What follows belongs to an exercise in optimizing a design on an open flow for small area and a short achievable clock period; a production flow would make more cautious choices. The RTL was checked by simulation tests, not by an equivalence proof against the original design. Power and IR drop assume default switching activity.

== lane 1 ==
==> flow/design.v <==
package elastic_memory_responder_pkg;
  localparam int DATA_WIDTH        = 16;
  localparam int ADDRESS_WIDTH     = 10;
  localparam int LOAD_CYCLE        = 3;
  localparam int DEFAULT_MEM_DEPTH = 256;
endpackage
module memory_array
#(
  parameter int DATA_WIDTH = elastic_memory_responder_pkg::DATA_WIDTH,
  parameter int ROWS       = 16,
  parameter int COLS       = 16,
  parameter int GROUP_ROWS = 4,
  parameter int GROUPS     = ROWS / GROUP_ROWS
) (
  input  logic                  clk,
  input  logic [ROWS-1:0]       i_row_wr,    
  input  logic [ROWS-1:0]       i_row_rd,    
  input  logic [COLS-1:0]       i_col,       
  input  logic [DATA_WIDTH-1:0] i_wdata,
  output logic [GROUPS-1:0][DATA_WIDTH-1:0] o_part
);
  logic [DATA_WIDTH-1:0] r_mem [ROWS*COLS];
  always_ff @(posedge clk) begin
    for (int r = 0; r < ROWS; r++) begin
      for (int c = 0; c < COLS; c++) begin
        if (i_row_wr[r] && i_col[c]) begin
          r_mem[r*COLS+c] <= i_wdata;
        end
      end
    end
  end
  logic [DATA_WIDTH-1:0] w_row_data [ROWS];
  always_comb begin
    for (int r = 0; r < ROWS; r++) begin
      w_row_data[r] = '0;
      for (int c = 0; c < COLS; c++) begin
        w_row_data[r] = w_row_data[r] | ({DATA_WIDTH{i_col[c]}} & r_mem[r*COLS+c]);
      end
    end
    for (int g = 0; g < GROUPS; g++) begin
      o_part[g] = '0;
      for (int rr = 0; rr < GROUP_ROWS; rr++) begin
        o_part[g] = o_part[g] | ({DATA_WIDTH{i_row_rd[g*GROUP_ROWS+rr]}} & w_row_data[g*GROUP_ROWS+rr]);
      end
    end
  end
endmodule
module elastic_memory_responder
#(
  parameter int DATA_WIDTH    = elastic_memory_responder_pkg::DATA_WIDTH,
  parameter int ADDRESS_WIDTH = elastic_memory_responder_pkg::ADDRESS_WIDTH,
  parameter int MEM_DEPTH     = elastic_memory_responder_pkg::DEFAULT_MEM_DEPTH,
  parameter int READ_CYCLE    = elastic_memory_responder_pkg::LOAD_CYCLE
) (
  input  logic                     clk,
  input  logic                     reset,
  input  logic                     start_exec,
  input  logic                     init_write,
  input  logic [ADDRESS_WIDTH-1:0] init_address,
  input  logic [DATA_WIDTH-1:0]    init_data,
  input  logic                     req_valid,
  output logic                     req_stop,
  input  logic                     req_write,
  input  logic [ADDRESS_WIDTH-1:0] req_address,
  input  logic [DATA_WIDTH-1:0]    req_write_data,
  output logic                     resp_valid,
  input  logic                     resp_stop,
  output logic [DATA_WIDTH-1:0]    resp_data
);
  localparam int COLS       = 16;
  localparam int ROWS       = MEM_DEPTH / COLS;
  localparam int GROUP_ROWS = 4;
  localparam int GROUPS     = ROWS / GROUP_ROWS;
  logic                    r_exec_en;
  logic                    r_req_stop;
  logic                    r_resp_valid;
  logic [READ_CYCLE-2:0]   r_rd_pipe;      
  logic [DATA_WIDTH-1:0]   r_rdata;
  logic [ROWS-1:0]         r_row_wr;
  logic [ROWS-1:0]         r_row_rd;
  logic [COLS-1:0]         r_col;
  logic [DATA_WIDTH-1:0]   r_wdata;
  logic [GROUPS-1:0][DATA_WIDTH-1:0] r_part;
  logic                    w_req_fire;
  logic                    w_rd_fire;
  logic                    w_exec_next;
  logic                    w_resp_hold;
  logic                    w_wr;
  logic [ADDRESS_WIDTH-1:0] w_addr;
  logic [ROWS-1:0]         w_row;
  logic [COLS-1:0]         w_col;
  logic [GROUPS-1:0][DATA_WIDTH-1:0] w_part;
  logic [DATA_WIDTH-1:0]   w_rdata;
  assign w_req_fire  = req_valid & ~r_req_stop;
  assign w_rd_fire   = w_req_fire & ~req_write;
  assign w_exec_next = ~reset & (r_exec_en | start_exec);
  assign w_resp_hold = r_resp_valid & resp_stop;
  always_ff @(posedge clk) begin
    if (reset) begin
      r_exec_en <= 1'b0;
    end else if (start_exec) begin
      r_exec_en <= 1'b1;
    end
  end
  always_ff @(posedge clk) begin
    if (reset) begin
      r_rd_pipe    <= '0;
      r_resp_valid <= 1'b0;
    end else begin
      r_rd_pipe    <= {r_rd_pipe[READ_CYCLE-3:0], w_rd_fire};
      r_resp_valid <= r_rd_pipe[READ_CYCLE-2] | w_resp_hold;
    end
  end
  always_ff @(posedge clk) begin
    r_req_stop <= ~w_exec_next | w_rd_fire | (|r_rd_pipe) | w_resp_hold;
  end
  assign w_addr = r_exec_en ? req_address : init_address;
  assign w_wr   = r_exec_en ? (req_valid & ~r_req_stop & req_write) : init_write;
  always_comb begin
    for (int r = 0; r < ROWS; r++) begin
      w_row[r] = ({1'b0, w_addr} >> 4) == (ADDRESS_WIDTH + 1)'(r);
    end
    for (int c = 0; c < COLS; c++) begin
      w_col[c] = w_addr[3:0] == 4'(c);
    end
  end
  always_ff @(posedge clk) begin
    r_row_wr <= w_row & {ROWS{w_wr}};
    r_row_rd <= w_row & {ROWS{w_rd_fire}};
    r_col    <= w_col;
    r_wdata  <= r_exec_en ? req_write_data : init_data;
  end
  memory_array #(
    .DATA_WIDTH (DATA_WIDTH),
    .ROWS       (ROWS),
    .COLS       (COLS),
    .GROUP_ROWS (GROUP_ROWS)
  ) u_memory_array (
    .clk      (clk),
    .i_row_wr (r_row_wr),
    .i_row_rd (r_row_rd),
    .i_col    (r_col),
    .i_wdata  (r_wdata),
    .o_part   (w_part)
  );
  always_ff @(posedge clk) begin
    r_part <= w_part;
  end
  always_comb begin
    w_rdata = '0;
    for (int g = 0; g < GROUPS; g++) begin
      w_rdata = w_rdata | r_part[g];
    end
  end
  always_ff @(posedge clk) begin
    r_rdata <= w_rdata | (r_rdata & {DATA_WIDTH{~r_rd_pipe[1]}});
  end
  assign req_stop   = r_req_stop;
  assign resp_valid = r_resp_valid;
  assign resp_data  = r_rdata;
endmodule
Settings: LEC_CHECK=0, CAP_MARGIN=20, CORE_MARGIN=2, CORE_UTILIZATION=75, CTS_CLUSTER_DIAMETER=100, CTS_CLUSTER_SIZE=25, SETUP_SLACK_MARGIN=2.8, SLEW_MARGIN=20; clock period 5.0 ns.
run.sh (not shown) runs the stock make flow with config.mk's settings and CLKGATE_MAP_FILE= SYNTH_SCRIPT=/design/flow/synth_recipe.tcl, a recipe that flattens the netlist after the stock synthesis.
## Diff of input files: lane 2 against lane 1
Settings: CORE_UTILIZATION: 75 -> 80.
## What came out
- Lane 2 vs. lane 1: hold slack went up by 0.011 ns.
- In lane 2, buffers plus inverters on the worst setup path is lower than in lane 1.
- Power density relative to cell area: higher on lane 1
- From lane 1 to lane 2 the numbers moved as follows: number of fillers in the final layout saw a decrease; layout overhead on the synthesized area now larger; overall power after layout higher; total met3 wirelength after detailed routing now larger; internal portion of total power now sits at about the same level.
- Launch point of the worst path: r_col[5] -> lane 2, r_col[3] -> lane 1
- The maximum frequency in lane 2 sits about 11% below the value recorded for lane 1.
- Lane 2 against lane 1: setup slack shows a reduction of 0.30 ns; post-route standard cell area excluding fillers shows an increase of about 1.6%.
For lane 3, these inputs were changed with respect to lane 2:
Settings: CORE_UTILIZATION: 80 -> 70; SETUP_SLACK_MARGIN: 2.8 -> 2.5.
Notes after the runs:
- The final layouts of lane 2 and lane 3 pass the timing, design-rule and antenna checks.
- On lane 3: final clock period utilization by the worst path is 1.9 points lower than what lane 2 gave.
- Cmp lane 3 vs lane 2: final area lower in lane 3
- After detailed routing, lane 2 needs more wire than lane 3.
- Lane 2 has higher growth of design area from synthesis to finish than lane 3.
- Re detailed-routing wirelength on met1: lane 3 is 8.2% up on lane 2.
- Lane 2 → lane 3: core utilization lower; fraction of area in clock buffers and inverters rose by 0.18 points.
- Between lane 2 and lane 3, the flow reports area used by multi-input combinational logic decreasing by more than 10%.
- Between lane 2 and lane 3, combinational cell fraction of total power decreased.
- Relative to lane 2, clock-buffer cell count has increased by 22 in lane 3.
- Lane 2 reports its critical path endpoint as r_part[17] while lane 3 reports r_part[42].
- Lane 3: worst setup slack is 0.094 ns higher than what lane 2 reported.
Edits applied to the flow inputs when going from lane 3 to lane 4:
Settings: changing CORE_UTILIZATION from 70 to 55.
[summary]
- Lane 4 vs. lane 3: post-route total power shows an increase of 0.73%, area enclosed by the die boundary shows an increase of about 27%, largest net degree at the start of global routing shows a reduction of 6.8%, worst clock skew shows an increase of 0.0071 ns.
- Going from lane 3 to lane 4, number of inserted diodes went up; final cell count climbed 8.2%; total wire length increased by 4.1% relative to the old numbers; non-clock buffer area fraction after layout closely matched the old numbers.
- Lane 3 has a higher via count than lane 4.
- Relative to lane 3, final core utilization has decreased by 16 points in lane 4.
Relative to lane 4, the following input files were edited for lane 5:
Settings: CORE_UTILIZATION: 55 -> 70; SETUP_SLACK_MARGIN: 2.5 -> 2.8.
## What came out
Lane 5 ran to completion and came out clean on the timing, design-rule and antenna checks.
As of lane 5, cell area had risen by a few percent compared to lane 4.
From lane 4 to lane 5 the numbers moved as follows: clock distribution area overhead in the final layout fell by 0.22 points; pre-CTS setup slack went up by 0.039 ns.
A busiest layer in global routing of met2 is what lane 4 shows, while met1 belongs to lane 5.


run 1:
Starts from the design.v that is shown in full above.
clock: 5.0 ns
lec_check: 0
cap_margin: 20
core_margin: 2
core_utilization: 65
cts_cluster_diameter: 80
cts_cluster_size: 20
setup_slack_margin: 2.8
slew_margin: 20
Per the final summary, run 1 finished and its layout is clean on timing, DRC and antenna.
### run 1 -> run 2
- a change of SETUP_SLACK_MARGIN from 2.8 to 2.7
- a change of CTS_CLUSTER_SIZE from 20 to 25
- a change of CTS_CLUSTER_DIAMETER from 80 to 100
- a change of CORE_UTILIZATION from 65 to 70
--- outcome ---
- Run 2 ran to completion and came out clean on the timing, design-rule and antenna checks.
- Having completed the whole flow, run 1 delivered a layout that passed the timing, design-rule and antenna checks.
- The source-to-sink clock delay at the later pin of the worst-skew pair reported for run 2 is smaller than that of run 1 by 0.05 ns.
- Sort run 2 and run 1 by total power of the final layout asc -> top: run 2
- For area of placed instances, run 2 and run 1 come out practically identical.
diff inputs: run 2 => run 3
- a change of SETUP_SLACK_MARGIN from 2.7 to 3.0
==> notes.md <==
- Final instance area (lower): run 2
- [compare] base=run 2 new=run 3: power rose 1.7%; post-synthesis sequential area ratio about even.
- Run 3 reports a higher switching component of the power than run 2 does.
- Between run 2 and run 3, the worst-case headroom to the max-slew limit is higher for run 3.
- Post-CTS repair timing setup buffer count ends up higher on run 3.
- Between run 3 and run 2, it is run 3 whose layout net count is higher, by 247.
- Going from run 2 to run 3, register share of the cell area shrinks by 3.7 points.

-- static timing again, ports no longer ideal --
Ports are ideal in the flow. The routed layouts listed here were re-timed in OpenROAD.
Step 1 (the two cells are an assumption about what drives the block):
set clk [get_ports {clk}]
set_driving_cell -lib_cell sky130_fd_sc_hd__clkbuf_16 $clk
set_driving_cell -lib_cell sky130_fd_sc_hd__buf_2 [delete_from_list [all_inputs] $clk]
Step 2 times the ports against the registers' clock, not the clock port: input delays grow and output delays shrink by t, the midpoint of the rising clock arrivals with the driver on.
a / b / c = ideal / step 1 / step 2; a / b = the first two.
run	t (ns)	setup WS [ns]	worst hold slack (ns)	worst data-port slew with drivers (ns)	pins driven straight from the clock port
lane 1	0.953	2.583 / 2.583 / 2.019	0.464 / 0.464 / 0.464	0.22	1
lane 2	1.000	2.280 / 2.280 / 2.144	0.476 / 0.476 / 0.476	0.05	1
lane 3	0.961	2.374 / 2.374 / 1.960	0.461 / 0.461 / 0.461	0.05	1
lane 4	1.002	2.417 / 2.417 / 2.110	0.449 / 0.449 / 0.449	0.45	1
lane 5	0.947	2.637 / 2.565 / 1.952	0.472 / 0.472 / 0.472	0.06	1
run 1	0.986	2.476 / 2.476 / 2.195	0.458 / 0.458 / 0.458	0.22	1
run 2	0.940	2.497 / 2.497 / 2.068	0.470 / 0.470 / 0.470	0.06	1
run 3	0.953	2.601 / 2.557 / 2.049	0.471 / 0.471 / 0.471	0.06	1
After both steps every run listed still meets setup and hold. For lane 5, which loses most, drivers alone change the setup slack by -0.072 ns; drivers and shift together by -0.685 ns.
